Source: an optimization exercise on an open RTL-to-GDS flow (aim: small area, a short achievable clock period and few clock cycles per item). Production flows keep margins and buffers that such runs may drop.
RTL that was checked went through simulation tests only; none was proved equivalent to the original.

==> module ex_stage, before the edit <==
module ex_stage (
    input  logic        clk_i,
    input  logic        rst_ni,
    input  logic        issue_req_i,
    input  logic [70:0] issue_data_i,
    output logic        issue_ack_o,
    output logic        wb_req_o,
    output logic [34:0] wb_data_o,
    input  logic        wb_ack_i
);
    logic [3:0]  in_op;
    logic [2:0]  in_id;
    logic [31:0] in_a, in_b;
    assign {in_op, in_id, in_a, in_b} = issue_data_i;
    logic        q_v, q_ph, q_cy;
    logic [2:0]  q_id;
    logic [31:0] q_a, q_b;
    logic        q_add, q_sub, q_slt, q_and, q_or, q_xor, q_sll, q_srl, q_mul, q_one;
    logic        s_v;
    logic [34:0] s_data;
    logic        m_busy, m_done, m_p, m_cz;
    logic [2:0]  m_id;
    logic [31:0] m_a, m_b, m_s, m_c;
    logic [31:0] m_s_nxt, m_c_nxt;
    logic q_free, capture, load_slot, mul_start, mul_reload, step1;
    assign mul_start  = q_v && q_mul && (!m_busy || m_done);
    assign mul_reload = m_busy && m_done && (!q_v || q_mul);
    assign load_slot  = !s_v && q_v && (q_ph || q_one) && !q_mul;
    assign step1      = q_v && !q_ph;
    assign q_free     = !q_v || load_slot || mul_start;
    assign capture    = issue_req_i && !issue_ack_o && q_free && !mul_reload;
    logic [7:0]  s_blk0, c_blk0_v;
    logic        c_blk0;
    logic [31:0] s0_all, s1_all;
    logic [3:0]  g_all, p_all;
    logic [23:0] s0_hi, s1_hi;
    logic [2:0]  g_hi, p_hi;
    logic [31:0] sh1;
    for (genvar k = 0; k < 4; k++) begin : g_blk
        cond_add8 blk (.a_i(q_a[8*k +: 8]), .b_i(q_b[8*k +: 8]),
                       .s0_o(s0_all[8*k +: 8]), .s1_o(s1_all[8*k +: 8]),
                       .g_o(g_all[k]), .p_o(p_all[k]));
    end
    assign s_blk0 = q_sub ? s1_all[7:0] : s0_all[7:0];
    assign c_blk0 = g_all[0] | (p_all[0] & q_sub);
    assign s0_hi  = s0_all[31:8];
    assign s1_hi  = s1_all[31:8];
    assign g_hi   = g_all[3:1];
    assign p_hi   = p_all[3:1];
    assign sh1 = q_a >> {q_b[4:2], 2'b00};
    logic        c1, c2, c3, lt;
    logic [31:0] sum, sh2, sh2_rev, res;
    assign c1  = q_cy;
    assign c2  = q_b[1] | (q_b[0] & q_cy);
    assign c3  = q_b[3] | (q_b[2] & q_b[1]) | (q_b[2] & q_b[0] & q_cy);
    assign sum = {c3 ? q_b[31:24] : q_a[31:24],
                  c2 ? q_b[23:16] : q_a[23:16],
                  c1 ? q_b[15:8]  : q_a[15:8],
                  q_a[7:0]};
    assign lt  = q_b[6] ? q_b[7] : sum[31];
    always_comb begin
        sh2 = q_a >> q_b[1:0];
        for (int i = 0; i < 32; i++) sh2_rev[i] = sh2[31 - i];
        res = ({32{q_add}} & sum)
            | ({32{q_and}} & (q_a & q_b))
            | ({32{q_or}}  & (q_a | q_b))
            | ({32{q_xor}} & (q_a ^ q_b))
            | ({32{q_srl}} & sh2)
            | ({32{q_sll}} & sh2_rev)
            | {31'd0, q_slt & lt};
    end
    always_ff @(posedge clk_i or negedge rst_ni) begin
        if (!rst_ni) begin
            issue_ack_o <= 1'b0;
            q_v         <= 1'b0;
            q_ph        <= 1'b0;
            s_v         <= 1'b0;
            wb_req_o    <= 1'b0;
            m_busy      <= 1'b0;
        end else begin
            issue_ack_o <= issue_ack_o ? issue_req_i : capture;
            q_v         <= capture || mul_reload || (q_v && !load_slot && !mul_start);
            q_ph        <= q_v && !q_free && !mul_reload;
            s_v         <= load_slot || (s_v && !(wb_req_o && wb_ack_i));
            wb_req_o    <= wb_req_o ? !wb_ack_i : (!wb_ack_i && (s_v || load_slot));
            m_busy      <= mul_start || (m_busy && !mul_reload);
        end
    end
    logic        in_sub, in_sll;
    logic [31:0] in_a_rev;
    assign in_sub = (in_op == 4'd1) || (in_op == 4'd7);
    assign in_sll = (in_op == 4'd5);
    always_comb for (int i = 0; i < 32; i++) in_a_rev[i] = in_a[31 - i];
    always_ff @(posedge clk_i) begin
        if (mul_reload) begin
            q_id  <= m_id;
            q_a   <= m_s;
            q_b   <= m_c;
            {q_add, q_sub, q_slt, q_and, q_or, q_xor, q_sll, q_srl, q_mul, q_one} <=
                m_cz ? 10'b0000100001 : 10'b1000000000;
        end else if (q_free) begin
            q_id  <= in_id;
            q_a   <= in_sll ? in_a_rev : in_a;
            q_b   <= in_sub ? ~in_b : in_b;
            q_add <= (in_op == 4'd0) || (in_op == 4'd1);
            q_sub <= in_sub;
            q_slt <= (in_op == 4'd7);
            q_and <= (in_op == 4'd2);
            q_or  <= (in_op == 4'd3);
            q_xor <= (in_op == 4'd4);
            q_sll <= in_sll;
            q_srl <= (in_op == 4'd6);
            q_mul <= (in_op == 4'd8);
            q_one <= (in_op == 4'd2) || (in_op == 4'd3) || (in_op == 4'd4) || (in_op > 4'd8);
        end else if (step1) begin
            if (q_add || q_slt) begin
                q_a  <= {s0_hi, s_blk0};
                q_b  <= {s1_hi, q_a[31], q_a[31] == q_b[31], 2'b00, g_hi[1], p_hi[1], g_hi[0], p_hi[0]};
                q_cy <= c_blk0;
            end
            if (q_sll || q_srl) q_a <= sh1;
        end
    end
    always_ff @(posedge clk_i) begin
        if (load_slot) s_data <= {q_id, res};
    end
    assign wb_data_o = s_data;
    mul_step step_i (
        .a_i  ( m_a      ),
        .b_i  ( m_b[3:0] ),
        .p_i  ( m_p      ),
        .s_i  ( m_s      ),
        .c_i  ( m_c      ),
        .s_o  ( m_s_nxt  ),
        .c_o  ( m_c_nxt  )
    );
    always_ff @(posedge clk_i) begin
        if (mul_start) m_id <= q_id;
        m_a    <= mul_start ? q_a : (m_a << 4);
        m_b    <= mul_start ? q_b : (m_b >> 4);
        m_p    <= mul_start ? 1'b0 : m_b[3];
        m_s    <= mul_start ? '0 : m_s_nxt;
        m_c    <= mul_start ? '0 : m_c_nxt;
        m_cz   <= !mul_start && m_done && (m_c == '0);
        m_done <= mul_start ? (q_b == '0 || q_a == '0)
                            : ((m_b[31:4] == '0 && !m_b[3]) || m_a[27:0] == '0);
    end
endmodule
==> flow/config.mk <==
export PLATFORM = sky130hd
export DESIGN_NAME = ex_stage
export DESIGN_NICKNAME = ex_stage
export VERILOG_FILES = /design/flow/design.v
export SDC_FILE = /design/flow/constraint.sdc
export NUM_CORES = 4
export LEC_CHECK = 0
export ABC_AREA = 1
export CAP_MARGIN = 20
export CORE_MARGIN = 2
export CORE_UTILIZATION = 40
export SETUP_SLACK_MARGIN = 3.0
export SLEW_MARGIN = 20
==> flow/constraint.sdc <==
create_clock -name core_clock -period 5.5 [get_ports {clk_i}]
set_input_delay 1.1000 -clock core_clock [delete_from_list [all_inputs] [get_ports {clk_i}]]
set_output_delay 1.1000 -clock core_clock [all_outputs]
set_load 0.01 [all_outputs]
run.sh (not shown) runs the stock make flow with config.mk's settings and CLKGATE_MAP_FILE= SYNTH_SCRIPT=/design/flow/synth_recipe.tcl, a recipe that flattens the netlist after the stock synthesis.
Next try:
--- a/flow/design.v
+++ b/flow/design.v
@@ -122,7 +122,7 @@
     logic        q_add, q_sub, q_slt, q_and, q_or, q_xor, q_sll, q_srl, q_mul, q_one;
     logic        s_v;
     logic [34:0] s_data;
-    logic        m_busy, m_done, m_p, m_cz;
+    logic        m_busy, m_done, m_p;
     logic [2:0]  m_id;
     logic [31:0] m_a, m_b, m_s, m_c;
     logic [31:0] m_s_nxt, m_c_nxt;
@@ -200,8 +200,7 @@
             q_id  <= m_id;
             q_a   <= m_s;
             q_b   <= m_c;
-            {q_add, q_sub, q_slt, q_and, q_or, q_xor, q_sll, q_srl, q_mul, q_one} <=
-                m_cz ? 10'b0000100001 : 10'b1000000000;
+            {q_add, q_sub, q_slt, q_and, q_or, q_xor, q_sll, q_srl, q_mul, q_one} <= 10'b1000000000;
         end else if (q_free) begin
             q_id  <= in_id;
             q_a   <= in_sll ? in_a_rev : in_a;
@@ -245,7 +244,6 @@
         m_p    <= mul_start ? 1'b0 : m_b[3];
         m_s    <= mul_start ? '0 : m_s_nxt;
         m_c    <= mul_start ? '0 : m_c_nxt;
-        m_cz   <= !mul_start && m_done && (m_c == '0);
         m_done <= mul_start ? (q_b == '0 || q_a == '0)
                             : ((m_b[31:4] == '0 && !m_b[3]) || m_a[27:0] == '0);
     end
The new run went through all stages and came out clean.
Cell count is lower by 1.7%.
Utilization goes down by 1.7 points.
Clock-buffer cell count decreases by 4.
Die area fell by 1.9%.
No functional check of the RTL was part of any run of this note.

* * *

== the baseline ==
The RTL this note starts from:
==> flow/design.v <==
package ex_pkg;
    localparam int unsigned XLEN          = 32;
    localparam int unsigned TRANS_ID_BITS = 3;
    typedef enum logic [3:0] {
        ADD = 4'd0,
        SUB = 4'd1,
        AND = 4'd2,
        OR  = 4'd3,
        XOR = 4'd4,
        SLL = 4'd5,
        SRL = 4'd6,
        SLT = 4'd7,
        MUL = 4'd8
    } fu_op_e;
    typedef struct packed {
        fu_op_e                   operator;
        logic [TRANS_ID_BITS-1:0] trans_id;
        logic [XLEN-1:0]          operand_a;
        logic [XLEN-1:0]          operand_b;
    } fu_data_t;
    typedef struct packed {
        logic [TRANS_ID_BITS-1:0] trans_id;
        logic [XLEN-1:0]          result;
    } wb_data_t;
endpackage
`timescale 1ns/1ps
module mul_step (
    input  logic [31:0] a_i,
    input  logic [2:0]  d0_i,
    input  logic [2:0]  d1_i,
    input  logic [31:0] s_i,
    input  logic [31:0] c_i,
    output logic [31:0] s_o,
    output logic [31:0] c_o
);
    logic [31:0] pp0, pp1, s1, c1;
    assign pp0 = (({32{d0_i[0]}} & a_i) | ({32{d0_i[1]}} & (a_i << 1))) ^ {32{d0_i[2]}};
    assign pp1 = (({32{d1_i[0]}} & (a_i << 2)) | ({32{d1_i[1]}} & (a_i << 3))) ^ {32{d1_i[2]}};
    csa32 csa_a (.x_i(s_i), .y_i({c_i[31:1], d0_i[2]}), .z_i(pp0), .s_o(s1), .c_o(c1));
    csa32 csa_b (.x_i(s1),  .y_i({c1[31:1], d1_i[2]}),  .z_i(pp1), .s_o(s_o), .c_o(c_o));
endmodule
module csa32 (
    input  logic [31:0] x_i,
    input  logic [31:0] y_i,
    input  logic [31:0] z_i,
    output logic [31:0] s_o,
    output logic [31:0] c_o
);
    logic [31:0] maj;
    assign s_o = x_i ^ y_i ^ z_i;
    assign maj = (x_i & y_i) | (x_i & z_i) | (y_i & z_i);
    assign c_o = {maj[30:0], 1'b0};
endmodule
module cond_add8 (
    input  logic [7:0] p_i,
    input  logic [7:0] g_i,
    output logic [7:0] s0_o,
    output logic [7:0] s1_o,
    output logic       g_o,
    output logic       p_o
);
    logic [7:0] g [4];
    logic [7:0] p [4];
    always_comb begin
        g[0] = g_i;
        p[0] = p_i;
        for (int l = 0; l < 3; l++) begin
            for (int i = 0; i < 8; i++) begin
                if ((i >> l) & 1) begin
                    g[l+1][i] = g[l][i] | (p[l][i] & g[l][((i >> l) << l) - 1]);
                    p[l+1][i] = p[l][i] & p[l][((i >> l) << l) - 1];
                end else begin
                    g[l+1][i] = g[l][i];
                    p[l+1][i] = p[l][i];
                end
            end
        end
        s0_o[0] = p_i[0];
        s1_o[0] = ~p_i[0];
        for (int i = 1; i < 8; i++) begin
            s0_o[i] = p_i[i] ^ g[3][i-1];
            s1_o[i] = p_i[i] ^ (g[3][i-1] | p[3][i-1]);
        end
        g_o = g[3][7];
        p_o = p[3][7];
    end
endmodule
`timescale 1ns/1ps
module ex_stage (
    input  logic        clk_i,
    input  logic        rst_ni,
    input  logic        issue_req_i,
    input  logic [70:0] issue_data_i,
    output logic        issue_ack_o,
    output logic        wb_req_o,
    output logic [34:0] wb_data_o,
    input  logic        wb_ack_i
);
    logic [3:0]  in_op;
    logic [2:0]  in_id;
    logic [31:0] in_a, in_b;
    assign {in_op, in_id, in_a, in_b} = issue_data_i;
    logic        q_v, q_ph, q_cy;
    logic [2:0]  q_id;
    logic [31:0] q_a, q_b;
    logic        q_add, q_sub, q_slt, q_and, q_or, q_xor, q_sll, q_srl, q_mul;
    logic        q_mv, q_ar;
    logic        s_v;
    logic [34:0] s_data;
    logic        m_busy, m_done, m_av, m_rdy, m_p, m_cz;
    logic [2:0]  m_id;
    logic [31:0] m_a, m_b, m_s, m_c;
    logic [31:0] m_s_nxt, m_c_nxt;
    logic [2:0]  m_d0, m_d1;
    logic q_free, capture, load_slot, mul_start, mul_reload, step1;
    assign mul_start  = q_mv && m_av;
    assign mul_reload = m_rdy && (!q_v || q_mv);
    assign load_slot  = (!s_v || (wb_req_o && wb_ack_i)) && q_ar;
    assign step1      = q_v && !q_ph;
    assign q_free     = !q_v || load_slot || mul_start;
    assign capture    = issue_req_i && !issue_ack_o && q_free && !mul_reload;
    logic [7:0]  s_blk0;
    logic        c_blk0;
    logic [31:0] s0_all, s1_all;
    logic [3:0]  g_all, p_all;
    logic [31:0] sh1;
    for (genvar k = 0; k < 4; k++) begin : g_blk
        cond_add8 blk (.p_i(q_a[8*k +: 8]), .g_i(q_b[8*k +: 8]),
                       .s0_o(s0_all[8*k +: 8]), .s1_o(s1_all[8*k +: 8]),
                       .g_o(g_all[k]), .p_o(p_all[k]));
    end
    assign s_blk0 = q_sub ? s1_all[7:0] : s0_all[7:0];
    assign c_blk0 = g_all[0] | (p_all[0] & q_sub);
    assign sh1    = q_a >> {q_b[4:2], 2'b00};
    logic        c1, c2, c3, lt;
    logic [31:0] sum, sh2, sh2_rev, res;
    assign c1  = q_cy;
    assign c2  = q_b[1] | (q_b[0] & q_cy);
    assign c3  = q_b[3] | (q_b[2] & q_b[1]) | (q_b[2] & q_b[0] & q_cy);
    assign sum = {c3 ? q_b[31:24] : q_a[31:24],
                  c2 ? q_b[23:16] : q_a[23:16],
                  c1 ? q_b[15:8]  : q_a[15:8],
                  q_a[7:0]};
    assign lt  = q_b[6] ? q_b[7] : sum[31];
    always_comb begin
        sh2 = q_a >> q_b[1:0];
        for (int i = 0; i < 32; i++) sh2_rev[i] = sh2[31 - i];
        res = ({32{q_add}} & sum)
            | ({32{q_and}} & q_b)
            | ({32{q_or}}  & (q_a | q_b))
            | ({32{q_xor}} & q_a)
            | ({32{q_srl}} & sh2)
            | ({32{q_sll}} & sh2_rev)
            | {31'd0, q_slt & lt};
    end
    logic        in_sub, in_sll, in_mul, in_one;
    logic [31:0] in_a_rev, in_bx;
    logic        in_pg;
    assign in_sub = (in_op == 4'd1) || (in_op == 4'd7);
    assign in_sll = (in_op == 4'd5);
    assign in_mul = (in_op == 4'd8);
    assign in_one = (in_op == 4'd2) || (in_op == 4'd3) || (in_op == 4'd4) || (in_op > 4'd8);
    assign in_pg  = (in_op <= 4'd4) || (in_op == 4'd7);
    assign in_bx  = in_sub ? ~in_b : in_b;
    always_comb for (int i = 0; i < 32; i++) in_a_rev[i] = in_a[31 - i];
    logic m_busy_n, m_done_n;
    assign m_busy_n = mul_start || (m_busy && !mul_reload);
    assign m_done_n = !mul_start && ((m_b[31:4] == '0 && !m_b[3]) || m_a[27:0] == '0);
    always_ff @(posedge clk_i or negedge rst_ni) begin
        if (!rst_ni) begin
            issue_ack_o <= 1'b0;
            q_v         <= 1'b0;
            q_ph        <= 1'b0;
            q_mv        <= 1'b0;
            q_ar        <= 1'b0;
            s_v         <= 1'b0;
            wb_req_o    <= 1'b0;
            m_busy      <= 1'b0;
            m_av        <= 1'b1;
            m_rdy       <= 1'b0;
        end else begin
            issue_ack_o <= issue_ack_o ? issue_req_i : capture;
            q_v         <= capture || mul_reload || (q_v && !q_free);
            q_ph        <= q_v && !q_free && !mul_reload;
            q_mv        <= mul_reload ? 1'b0 : (q_free ? (capture && in_mul) : q_mv);
            q_ar        <= mul_reload ? m_cz : (q_free ? (capture && in_one) : (q_v && !q_mul));
            s_v         <= load_slot || (s_v && !(wb_req_o && wb_ack_i));
            wb_req_o    <= wb_req_o ? !wb_ack_i : (!wb_ack_i && (s_v || load_slot));
            m_busy      <= m_busy_n;
            m_av        <= !m_busy_n || m_done_n;
            m_rdy       <= m_busy_n && m_done_n;
        end
    end
    always_ff @(posedge clk_i) begin
        if (mul_reload) begin
            q_id  <= m_id;
            q_a   <= m_s ^ m_c;
            q_b   <= m_s & m_c;
            {q_add, q_sub, q_slt, q_and, q_or, q_xor, q_sll, q_srl, q_mul} <=
                m_cz ? 9'b000010000 : 9'b100000000;
        end else if (q_free) begin
            q_id  <= in_id;
            q_a   <= in_pg ? (in_a ^ in_bx) : in_sll ? in_a_rev : in_a;
            q_b   <= in_pg ? (in_a & in_bx) : in_b;
            q_add <= (in_op == 4'd0) || (in_op == 4'd1);
            q_sub <= in_sub;
            q_slt <= (in_op == 4'd7);
            q_and <= (in_op == 4'd2);
            q_or  <= (in_op == 4'd3);
            q_xor <= (in_op == 4'd4);
            q_sll <= in_sll;
            q_srl <= (in_op == 4'd6);
            q_mul <= in_mul;
        end else if (step1) begin
            if (q_add || q_slt) begin
                q_a  <= {s0_all[31:8], s_blk0};
                q_b  <= {s1_all[31:8], q_b[31], !q_a[31], 2'b00,
                         g_all[2], p_all[2], g_all[1], p_all[1]};
                q_cy <= c_blk0;
            end
            if (q_sll || q_srl) q_a <= sh1;
        end
    end
    always_ff @(posedge clk_i) begin
        if (load_slot) s_data <= {q_id, res};
    end
    assign wb_data_o = s_data;
    mul_step step_i (
        .a_i  ( m_a      ),
        .d0_i ( m_d0     ),
        .d1_i ( m_d1     ),
        .s_i  ( m_s      ),
        .c_i  ( m_c      ),
        .s_o  ( m_s_nxt  ),
        .c_o  ( m_c_nxt  )
    );
    function automatic logic [2:0] booth_ctl(input logic [2:0] d);
        booth_ctl = {d[2],
                     (d[2] & ~d[1] & ~d[0]) | (~d[2] & d[1] & d[0]),
                     d[1] ^ d[0]};
    endfunction
    always_ff @(posedge clk_i) begin
        if (mul_start) m_id <= q_id;
        m_a    <= mul_start ? q_a : (m_a << 4);
        m_b    <= mul_start ? q_b : (m_b >> 4);
        m_p    <= mul_start ? 1'b0 : m_b[3];
        m_d0   <= m_done_n ? 3'b000 : mul_start ? booth_ctl({q_b[1:0], 1'b0}) : booth_ctl(m_b[5:3]);
        m_d1   <= m_done_n ? 3'b000 : mul_start ? booth_ctl(q_b[3:1])         : booth_ctl(m_b[7:5]);
        m_s    <= mul_start ? '0 : m_s_nxt;
        m_c    <= mul_start ? '0 : m_c_nxt;
        m_done <= m_done_n;
        m_cz   <= !mul_start && m_done && (m_c == '0);
    end
endmodule
clock: 5.5 ns
lec_check: 0
abc_area: 1
cap_margin: 20
core_margin: 2
core_utilization: 40
setup_slack_margin: 3.0
slew_margin: 20
standard.sh (not shown) runs the stock make flow with config.mk's settings and CLKGATE_MAP_FILE= SYNTH_SCRIPT=/design/flow/synth_recipe.tcl, a recipe that flattens the netlist after the stock synthesis.
==> flow/flow/run.sh <==
#!/bin/bash
# Standard layout, with the port buffers made from the smallest plain buffer
# (the resizer still upsizes any that need it).
set -euo pipefail
export BUFFER_PORTS_ARGS="-buffer_cell sky130_fd_sc_hd__buf_1"
bash standard.sh > standard.log 2>&1
Testbench counts of the baseline, summed over its fixed seeds: cycles 6,879, ops 2,400.
What the candidate does differently from the baseline at the input level:
--- a/flow/design.v
+++ b/flow/design.v
@@ -52,18 +52,21 @@
     assign c_o = {maj[30:0], 1'b0};
 endmodule
 module cond_add8 (
-    input  logic [7:0] p_i,
-    input  logic [7:0] g_i,
+    input  logic [7:0] a_i,
+    input  logic [7:0] b_i,
     output logic [7:0] s0_o,
     output logic [7:0] s1_o,
     output logic       g_o,
     output logic       p_o
 );
+    logic [7:0] p0, g0;
     logic [7:0] g [4];
     logic [7:0] p [4];
     always_comb begin
-        g[0] = g_i;
-        p[0] = p_i;
+        p0 = a_i ^ b_i;
+        g0 = a_i & b_i;
+        g[0] = g0;
+        p[0] = p0;
         for (int l = 0; l < 3; l++) begin
             for (int i = 0; i < 8; i++) begin
                 if ((i >> l) & 1) begin
@@ -75,11 +78,11 @@
                 end
             end
         end
-        s0_o[0] = p_i[0];
-        s1_o[0] = ~p_i[0];
+        s0_o[0] = p0[0];
+        s1_o[0] = ~p0[0];
         for (int i = 1; i < 8; i++) begin
-            s0_o[i] = p_i[i] ^ g[3][i-1];
-            s1_o[i] = p_i[i] ^ (g[3][i-1] | p[3][i-1]);
+            s0_o[i] = p0[i] ^ g[3][i-1];
+            s1_o[i] = p0[i] ^ (g[3][i-1] | p[3][i-1]);
         end
         g_o = g[3][7];
         p_o = p[3][7];
@@ -115,7 +118,7 @@
     logic q_free, capture, load_slot, mul_start, mul_reload, step1;
     assign mul_start  = q_mv && m_av;
     assign mul_reload = m_rdy && (!q_v || q_mv);
-    assign load_slot  = (!s_v || (wb_req_o && wb_ack_i)) && q_ar;
+    assign load_slot  = !s_v && q_ar;
     assign step1      = q_v && !q_ph;
     assign q_free     = !q_v || load_slot || mul_start;
     assign capture    = issue_req_i && !issue_ack_o && q_free && !mul_reload;
@@ -125,7 +128,7 @@
     logic [3:0]  g_all, p_all;
     logic [31:0] sh1;
     for (genvar k = 0; k < 4; k++) begin : g_blk
-        cond_add8 blk (.p_i(q_a[8*k +: 8]), .g_i(q_b[8*k +: 8]),
+        cond_add8 blk (.a_i(q_a[8*k +: 8]), .b_i(q_b[8*k +: 8]),
                        .s0_o(s0_all[8*k +: 8]), .s1_o(s1_all[8*k +: 8]),
                        .g_o(g_all[k]), .p_o(p_all[k]));
     end
@@ -146,26 +149,24 @@
         sh2 = q_a >> q_b[1:0];
         for (int i = 0; i < 32; i++) sh2_rev[i] = sh2[31 - i];
         res = ({32{q_add}} & sum)
-            | ({32{q_and}} & q_b)
+            | ({32{q_and}} & (q_a & q_b))
             | ({32{q_or}}  & (q_a | q_b))
-            | ({32{q_xor}} & q_a)
+            | ({32{q_xor}} & (q_a ^ q_b))
             | ({32{q_srl}} & sh2)
             | ({32{q_sll}} & sh2_rev)
             | {31'd0, q_slt & lt};
     end
     logic        in_sub, in_sll, in_mul, in_one;
-    logic [31:0] in_a_rev, in_bx;
-    logic        in_pg;
+    logic [31:0] in_a_rev;
     assign in_sub = (in_op == 4'd1) || (in_op == 4'd7);
     assign in_sll = (in_op == 4'd5);
     assign in_mul = (in_op == 4'd8);
     assign in_one = (in_op == 4'd2) || (in_op == 4'd3) || (in_op == 4'd4) || (in_op > 4'd8);
-    assign in_pg  = (in_op <= 4'd4) || (in_op == 4'd7);
-    assign in_bx  = in_sub ? ~in_b : in_b;
     always_comb for (int i = 0; i < 32; i++) in_a_rev[i] = in_a[31 - i];
     logic m_busy_n, m_done_n;
     assign m_busy_n = mul_start || (m_busy && !mul_reload);
-    assign m_done_n = !mul_start && ((m_b[31:4] == '0 && !m_b[3]) || m_a[27:0] == '0);
+    assign m_done_n = mul_start ? (q_b == '0 || q_a == '0)
+                                : ((m_b[31:4] == '0 && !m_b[3]) || m_a[27:0] == '0);
     always_ff @(posedge clk_i or negedge rst_ni) begin
         if (!rst_ni) begin
             issue_ack_o <= 1'b0;
@@ -194,14 +195,14 @@
     always_ff @(posedge clk_i) begin
         if (mul_reload) begin
             q_id  <= m_id;
-            q_a   <= m_s ^ m_c;
-            q_b   <= m_s & m_c;
+            q_a   <= m_s;
+            q_b   <= m_c;
             {q_add, q_sub, q_slt, q_and, q_or, q_xor, q_sll, q_srl, q_mul} <=
                 m_cz ? 9'b000010000 : 9'b100000000;
         end else if (q_free) begin
             q_id  <= in_id;
-            q_a   <= in_pg ? (in_a ^ in_bx) : in_sll ? in_a_rev : in_a;
-            q_b   <= in_pg ? (in_a & in_bx) : in_b;
+            q_a   <= in_sll ? in_a_rev : in_a;
+            q_b   <= in_sub ? ~in_b : in_b;
             q_add <= (in_op == 4'd0) || (in_op == 4'd1);
             q_sub <= in_sub;
             q_slt <= (in_op == 4'd7);
@@ -214,7 +215,7 @@
         end else if (step1) begin
             if (q_add || q_slt) begin
                 q_a  <= {s0_all[31:8], s_blk0};
-                q_b  <= {s1_all[31:8], q_b[31], !q_a[31], 2'b00,
+                q_b  <= {s1_all[31:8], q_a[31], q_a[31] == q_b[31], 2'b00,
                          g_all[2], p_all[2], g_all[1], p_all[1]};
                 q_cy <= c_blk0;
             end
## What came out
In the candidate, area of the placeable core is higher than in the baseline.
Critical path launch point: q_a[24]$_DFFE_PP_ -> the candidate, q_a[27]$_DFFE_PP_ -> the baseline
Diff the baseline -> the candidate: global routing usage summed across all routing layers lower, total buffers and inverters traversed by the critical path higher.
Testbench counts of the candidate, summed over its fixed seeds: cycles 6,948, ops 2,400.

==> afterwards: timing with drivers on the ports <==
The results above use ideal ports. As a check the final layouts listed here were re-extracted and re-timed, cells and wires unchanged. Step 1 assumes that a clkbuf_16 drives the clock port and a buf_2 every other input. Step 2 adds t to the input delays and takes it off the output delays; t is the mean of the earliest and latest rising clock arrival at the registers after step 1. Input paths then give back, and output paths get back, about the clock's delay inside the block. Three values: ideal, step 1, step 2; two values: the first two.
| run | shift t [ns] | setup slack, ns | hold WS [ns] | cell pins on the clock port's net |
|---|---|---|---|---|
| the first run of note 1 | 0.639 | 2.940 / 2.940 / 2.437 | 0.461 / 0.461 / 0.461 | 1 |
| the second run of note 1 | 0.637 | 2.986 / 2.986 / 2.412 | 0.457 / 0.457 / 0.457 | 1 |
| the baseline | 0.649 | 3.052 / 3.052 / 2.449 | 0.456 / 0.439 / 0.456 | 1 |
| the candidate | 0.661 | 2.953 / 2.953 / 2.446 | 0.458 / 0.433 / 0.458 | 1 |
After both steps setup and hold are still met in every run listed. For the baseline, which loses most, drivers alone change the setup slack by 0.000 ns; drivers and shift together by -0.603 ns.
